From an optimization exercise on the open Yosys and OpenROAD flow, aimed at small area, a short achievable clock period and few clock cycles; shortcuts taken in it are not production practice. Power figures rest on the tool's default switching activity, not on a simulated workload.

==> job 3060: inputs <==
==> flow/design.v <==
package ahb_pkg;
    typedef logic [1:0] trans_t;
    localparam trans_t HTRANS_IDLE   = 2'b00;
    localparam trans_t HTRANS_BUSY   = 2'b01;    
    localparam trans_t HTRANS_NONSEQ = 2'b10;    
    localparam trans_t HTRANS_SEQ    = 2'b11;
    typedef logic [2:0] burst_t;
    localparam burst_t HBURST_SINGLE = 3'b000;
    localparam burst_t HBURST_INCR   = 3'b001;   
    localparam burst_t HBURST_INCR4  = 3'b011;
    localparam burst_t HBURST_INCR8  = 3'b101;
    localparam burst_t HBURST_INCR16 = 3'b111;
    localparam int WORD_STEP = 4;
endpackage
package master_pkg;
    localparam int ADDR_W = 32;
    localparam int DATA_W = 32;
    localparam int WR_DEPTH = 2;
    localparam int RD_DEPTH = 2;
    localparam int REQ_BYPASS = 1;
    localparam int WR_BYPASS = 1;
    localparam int RD_BYPASS = 1;
    localparam int LEN_W = 4;    
    typedef logic [ADDR_W-1:0] addr_t;
    typedef logic [DATA_W-1:0] data_t;
    typedef logic [LEN_W-1:0]  len_t;
endpackage
`timescale 1ns/1ps
module beat_fifo
#(
    parameter int DEPTH = 2
) (
    input  logic   i_clk,
    input  logic   i_reset_n,
    input  logic   i_push,
    input  master_pkg::data_t  i_data,
    input  logic   i_pop,
    output master_pkg::data_t  o_data,
    output logic [$clog2(DEPTH+1)-1:0] o_level
);
    localparam int LW = $clog2(DEPTH+1);
    master_pkg::data_t mem [DEPTH];
    logic [LW-1:0] level_q;
    logic [LW-1:0] wpos;
    assign o_level = level_q;
    assign o_data  = mem[0];
    assign wpos    = level_q - LW'(i_pop);
    always_ff @(posedge i_clk) begin
        for (int i = 0; i < DEPTH; i++) begin
            if (i_push && wpos == LW'(i)) begin
                mem[i] <= i_data;
            end else if (i_pop && i < DEPTH-1) begin
                mem[i] <= mem[i+1];
            end
        end
    end
    always_ff @(posedge i_clk or negedge i_reset_n) begin
        if (!i_reset_n) begin
            level_q <= '0;
        end else begin
            level_q <= level_q + LW'(i_push) - LW'(i_pop);
        end
    end
endmodule
`timescale 1ns/1ps
module ahb_txn_ctrl
#(
    parameter int WL = 2,
    parameter int RL = 2
) (
    input  logic   i_clk,
    input  logic   i_reset_n,
    input  logic   i_req_valid,
    input  logic   i_req_read,
    input  master_pkg::addr_t  i_req_addr,
    input  master_pkg::len_t   i_req_len,
    output logic   o_req_ready,
    input  logic [WL-1:0] i_wr_level_d,    
    input  logic [RL-1:0] i_rd_level_d,    
    output logic   o_dp_wr,                
    output logic   o_dp_rd,                
    input  logic   i_hready,
    output logic   o_hsel,
    output master_pkg::addr_t  o_haddr,
    output ahb_pkg::trans_t o_htrans,
    output ahb_pkg::burst_t o_hburst,
    output logic   o_hwrite
);
    logic          ld_q, st_q, dpv_q, dpw_q, hwrite_q;
    logic [1:0]    htrans_q;
    logic [2:0]    hburst_q;
    logic [3:0]    rem_q;
    logic [29:0]   haddr_q;
    logic samp, last, done, take, hold;
    logic ld_d, st_d, dpv_d, dpw_d, hwrite_d, can;
    assign samp = i_hready && htrans_q[1];
    assign last = (rem_q == 4'd0);
    assign done = samp && last;
    assign o_req_ready = !ld_q || (master_pkg::REQ_BYPASS != 0 && done);
    assign take = i_req_valid && o_req_ready;
    assign hold = htrans_q[1] && !i_hready;
    assign ld_d     = take ? 1'b1 : (done ? 1'b0 : ld_q);
    assign st_d     = take ? 1'b0 : (samp ? 1'b1 : st_q);
    assign hwrite_d = take ? !i_req_read : hwrite_q;
    assign dpv_d    = i_hready ? samp : dpv_q;
    assign dpw_d    = i_hready ? hwrite_q : dpw_q;
    always_comb begin
        if (hwrite_d) can = (i_wr_level_d > WL'(dpv_d && dpw_d));
        else          can = (32'(i_rd_level_d) + 32'(dpv_d && !dpw_d) < master_pkg::RD_DEPTH);
    end
    always_ff @(posedge i_clk or negedge i_reset_n) begin
        if (!i_reset_n) begin
            ld_q     <= 1'b0;
            st_q     <= 1'b0;
            dpv_q    <= 1'b0;
            dpw_q    <= 1'b0;
            htrans_q <= ahb_pkg::HTRANS_IDLE;
        end else begin
            ld_q  <= ld_d;
            st_q  <= st_d;
            dpv_q <= dpv_d;
            dpw_q <= dpw_d;
            if (!hold) begin
                if (ld_d) htrans_q <= can ? {1'b1, st_d} : {1'b0, st_d};
                else      htrans_q <= ahb_pkg::HTRANS_IDLE;
            end
        end
    end
    always_ff @(posedge i_clk) begin
        if (take) begin
            haddr_q  <= i_req_addr[31:2];
            rem_q    <= i_req_len;
            hwrite_q <= !i_req_read;
            case (i_req_len)
                4'd0:    hburst_q <= ahb_pkg::HBURST_SINGLE;
                4'd3:    hburst_q <= ahb_pkg::HBURST_INCR4;
                4'd7:    hburst_q <= ahb_pkg::HBURST_INCR8;
                4'd15:   hburst_q <= ahb_pkg::HBURST_INCR16;
                default: hburst_q <= ahb_pkg::HBURST_INCR;
            endcase
        end else if (samp && !last) begin
            haddr_q[7:0] <= haddr_q[7:0] + 8'd1;
            rem_q        <= rem_q - 4'd1;
        end
    end
    assign o_dp_wr  = dpv_q && dpw_q;
    assign o_dp_rd  = dpv_q && !dpw_q;
    assign o_hsel   = htrans_q[1] | htrans_q[0];
    assign o_haddr  = {haddr_q, 2'b00};
    assign o_htrans = htrans_q;
    assign o_hburst = hburst_q;
    assign o_hwrite = hwrite_q;
endmodule
`timescale 1ns/1ps
module ahb_master
(
    input  logic   i_clk,
    input  logic   i_reset_n,
    input  logic   i_req_valid,
    input  logic   i_req_read,
    input  master_pkg::addr_t  i_req_addr,
    input  master_pkg::len_t   i_req_len,
    output logic   o_req_ready,
    input  logic   i_wdata_valid,
    input  master_pkg::data_t  i_wdata,
    output logic   o_wdata_ready,
    output logic   o_rdata_valid,
    output master_pkg::data_t  o_rdata,
    input  logic   i_rdata_ready,
    output logic   o_hsel,
    output master_pkg::addr_t  o_haddr,
    output ahb_pkg::trans_t o_htrans,
    output ahb_pkg::burst_t o_hburst,
    output logic   o_hwrite,
    output master_pkg::data_t  o_hwdata,
    input  master_pkg::data_t  i_hrdata,
    input  logic   i_hready
);
    localparam int WD = master_pkg::WR_DEPTH;
    localparam int RD = master_pkg::RD_DEPTH;
    localparam int WL = $clog2(WD+1);
    localparam int RL = $clog2(RD+1);
    logic [WL-1:0] wr_level;
    logic [RL-1:0] rd_level;
    logic dp_wr, dp_rd;
    logic wr_push, wr_pop, rd_push, rd_pop;
    assign wr_pop  = i_hready && dp_wr;
    assign o_wdata_ready = (32'(wr_level) < WD) || (master_pkg::WR_BYPASS != 0 && wr_pop);
    assign wr_push = i_wdata_valid && o_wdata_ready;
    logic rd_in, rd_thru;
    master_pkg::data_t rd_head;
    assign rd_in   = i_hready && dp_rd;
    if (master_pkg::RD_BYPASS != 0) begin : g_rbyp
        assign o_rdata_valid = (rd_level != '0) || rd_in;
        assign o_rdata = (rd_level != '0) ? rd_head : i_hrdata;
        assign rd_thru = (rd_level == '0) && i_rdata_ready;
        assign rd_push = rd_in && !rd_thru;
        assign rd_pop  = (rd_level != '0) && i_rdata_ready;
    end else begin : g_rreg
        assign o_rdata_valid = (rd_level != '0);
        assign o_rdata = rd_head;
        assign rd_thru = 1'b0;
        assign rd_push = rd_in;
        assign rd_pop  = o_rdata_valid && i_rdata_ready;
    end
    beat_fifo #(.DEPTH(WD)) u_wr_fifo (
        .i_clk(i_clk), .i_reset_n(i_reset_n),
        .i_push(wr_push), .i_data(i_wdata), .i_pop(wr_pop),
        .o_data(o_hwdata), .o_level(wr_level)
    );
    beat_fifo #(.DEPTH(RD)) u_rd_fifo (
        .i_clk(i_clk), .i_reset_n(i_reset_n),
        .i_push(rd_push), .i_data(i_hrdata), .i_pop(rd_pop),
        .o_data(rd_head), .o_level(rd_level)
    );
    ahb_txn_ctrl #(.WL(WL), .RL(RL)) u_ctrl (
        .i_clk(i_clk), .i_reset_n(i_reset_n),
        .i_req_valid(i_req_valid), .i_req_read(i_req_read),
        .i_req_addr(i_req_addr), .i_req_len(i_req_len), .o_req_ready(o_req_ready),
        .i_wr_level_d(wr_level + WL'(wr_push) - WL'(wr_pop)),
        .i_rd_level_d(rd_level + RL'(rd_push) - RL'(rd_pop)),
        .o_dp_wr(dp_wr), .o_dp_rd(dp_rd),
        .i_hready(i_hready),
        .o_hsel(o_hsel), .o_haddr(o_haddr), .o_htrans(o_htrans),
        .o_hburst(o_hburst), .o_hwrite(o_hwrite)
    );
endmodule
==> flow/run.sh <==
#!/bin/bash
# synth_recipe.tcl (not shown) runs the flow's synth.tcl, then flattens the netlist and writes it again
# the make line also repeats each setting of config.mk as NAME=value (left out here)
make -C /OpenROAD-flow-scripts/flow DESIGN_CONFIG=/design/flow/config.mk WORK_HOME=/design/flow/orfs CLKGATE_MAP_FILE= SYNTH_SCRIPT=/design/flow/synth_recipe.tcl finish
==> flow/config.mk <==
export PLATFORM = sky130hd
export DESIGN_NAME = ahb_master
export DESIGN_NICKNAME = ahb_master
export VERILOG_FILES = /design/flow/design.v
export SDC_FILE = /design/flow/constraint.sdc
export NUM_CORES = 4
export LEC_CHECK = 0
export ABC_AREA = 1
export CAP_MARGIN = 20
export CORE_MARGIN = 2
export CORE_UTILIZATION = 40
export SETUP_SLACK_MARGIN = 2.3
export SLEW_MARGIN = 20
==> flow/constraint.sdc <==
create_clock -name core_clock -period 4.5 [get_ports {i_clk}]
set_input_delay 0.9000 -clock core_clock [delete_from_list [all_inputs] [get_ports {i_clk}]]
set_output_delay 0.9000 -clock core_clock [all_outputs]
set_load 0.01 [all_outputs]
==> job 3085: changes against job 3060 <==
--- a/flow/design.v
+++ b/flow/design.v
@@ -16,9 +16,9 @@
     localparam int ADDR_W = 32;
     localparam int DATA_W = 32;
-    localparam int WR_DEPTH = 2;
-    localparam int RD_DEPTH = 2;
-    localparam int REQ_BYPASS = 1;
-    localparam int WR_BYPASS = 1;
-    localparam int RD_BYPASS = 1;
+    localparam int WR_DEPTH = 3;
+    localparam int RD_DEPTH = 3;
+    localparam int REQ_BYPASS = 0;
+    localparam int WR_BYPASS = 0;
+    localparam int RD_BYPASS = 0;
     localparam int LEN_W = 4;    
     typedef logic [ADDR_W-1:0] addr_t;
SETUP_SLACK_MARGIN = 2.5   (was 2.3)
==> job 1788: changes against job 3060 <==
--- a/flow/design.v
+++ b/flow/design.v
@@ -17,8 +17,7 @@
     localparam int DATA_W = 32;
     localparam int WR_DEPTH = 2;
-    localparam int RD_DEPTH = 2;
+    localparam int RD_DEPTH = 3;
     localparam int REQ_BYPASS = 1;
     localparam int WR_BYPASS = 1;
-    localparam int RD_BYPASS = 1;
     localparam int LEN_W = 4;    
     typedef logic [ADDR_W-1:0] addr_t;
@@ -186,22 +185,9 @@
     logic wr_push, wr_pop, rd_push, rd_pop;
     assign wr_pop  = i_hready && dp_wr;
+    assign rd_push = i_hready && dp_rd;
     assign o_wdata_ready = (32'(wr_level) < WD) || (master_pkg::WR_BYPASS != 0 && wr_pop);
     assign wr_push = i_wdata_valid && o_wdata_ready;
-    logic rd_in, rd_thru;
-    master_pkg::data_t rd_head;
-    assign rd_in   = i_hready && dp_rd;
-    if (master_pkg::RD_BYPASS != 0) begin : g_rbyp
-        assign o_rdata_valid = (rd_level != '0) || rd_in;
-        assign o_rdata = (rd_level != '0) ? rd_head : i_hrdata;
-        assign rd_thru = (rd_level == '0) && i_rdata_ready;
-        assign rd_push = rd_in && !rd_thru;
-        assign rd_pop  = (rd_level != '0) && i_rdata_ready;
-    end else begin : g_rreg
-        assign o_rdata_valid = (rd_level != '0);
-        assign o_rdata = rd_head;
-        assign rd_thru = 1'b0;
-        assign rd_push = rd_in;
-        assign rd_pop  = o_rdata_valid && i_rdata_ready;
-    end
+    assign o_rdata_valid = (rd_level != '0);
+    assign rd_pop  = o_rdata_valid && i_rdata_ready;
     beat_fifo #(.DEPTH(WD)) u_wr_fifo (
         .i_clk(i_clk), .i_reset_n(i_reset_n),
@@ -212,5 +198,5 @@
         .i_clk(i_clk), .i_reset_n(i_reset_n),
         .i_push(rd_push), .i_data(i_hrdata), .i_pop(rd_pop),
-        .o_data(rd_head), .o_level(rd_level)
+        .o_data(o_rdata), .o_level(rd_level)
     );
     ahb_txn_ctrl #(.WL(WL), .RL(RL)) u_ctrl (
ABC_AREA = unset   (was 1)
SETUP_SLACK_MARGIN = unset   (was 2.3)
==> summary.txt <==
	job 1788	job 3085	job 3060
Result of the run	complete, no violations	complete, no violations	complete, no violations
Number of warning messages in the yosys log	5	3	3
Wire length of the first global-routing pass	26,100 um	39,600 um	28,200 um
Period minus WS final	3.43 ns	2.21 ns	2.55 ns
Launching instance or port of the critical path	i_hready	u_rd_fifo.level_q[1]	u_rd_fifo.level_q[1]
Pin count of the biggest net entering global routing	33	33	65
Worst path buffer plus inverter count	3	1	4
Ratio of final minimum period to clock period	76.3%	49.1%	56.8%
Simple-gate share of the synthesized area	3.02%	8.68%	10.2%
Clock net power	1.70 mW	2.22 mW	1.38 mW
DP HPWL	11,300 um	13,000 um	11,000 um
Power Sequential	3.16 mW	3.56 mW	2.43 mW
Setup slack after placement	0.845 ns	0.980 ns	0.762 ns
Leak	4.02 nW	6.45 nW	4.62 nW
Most common cell after layout, fill and taps aside	clkdlybuf4s50_1	edfxtp_1	edfxtp_1
Area after DPL	10,700 sq um	12,700 sq um	9820 sq um
Detailed-routing wirelength on met1	6880 um	11,300 um	7440 um
Number of enable-type register cells in the synthesized netlist	197	229	165
Buffers, non-clock	219	337	239
Clock network power share	24.0%	22.9%	22.3%
Final layout net count	785	1,215	960
Mux share of post-synthesis cell area	15.1%	0%	0%
Total power divided by cell area	623 nW/um^2	615 nW/um^2	574 nW/um^2
Filler cells	1,614	1,822	1,547
Number of cells on the worst reg-to-reg path	8	12	13
Cells after DPL	912	1,256	1,025
Function was not checked in any run of this note: the RTL went through the layout flow alone.

-- re-timing with driven ports --
Ports are ideal in the flow. The routed layouts listed here were re-timed in OpenROAD. Step 1 (the two cells are an assumption about what drives the block):
set clk [get_ports {i_clk}]
set_driving_cell -lib_cell sky130_fd_sc_hd__clkbuf_16 $clk
set_driving_cell -lib_cell sky130_fd_sc_hd__buf_2 [delete_from_list [all_inputs] $clk]
Step 2 times the ports against the registers' clock, not the clock port: input delays grow and output delays shrink by t, the midpoint of the rising clock arrivals with the driver on. Slacks: ideal ports / drivers / drivers and shift; pairs: ideal ports / drivers.
run	shift t [ns]	setup WS [ns]	pins driven straight from the clock port
job 3060	0.460	1.946 / 1.901 / 1.809	1
job 3085	0.559	2.289 / 2.243 / 1.738	1
job 1788	0.527	1.067 / 1.042 / 0.836	1
After both steps every run listed still meets setup and hold. For job 3085, which loses most, drivers alone change the setup slack by -0.046 ns; drivers and shift together by -0.551 ns.
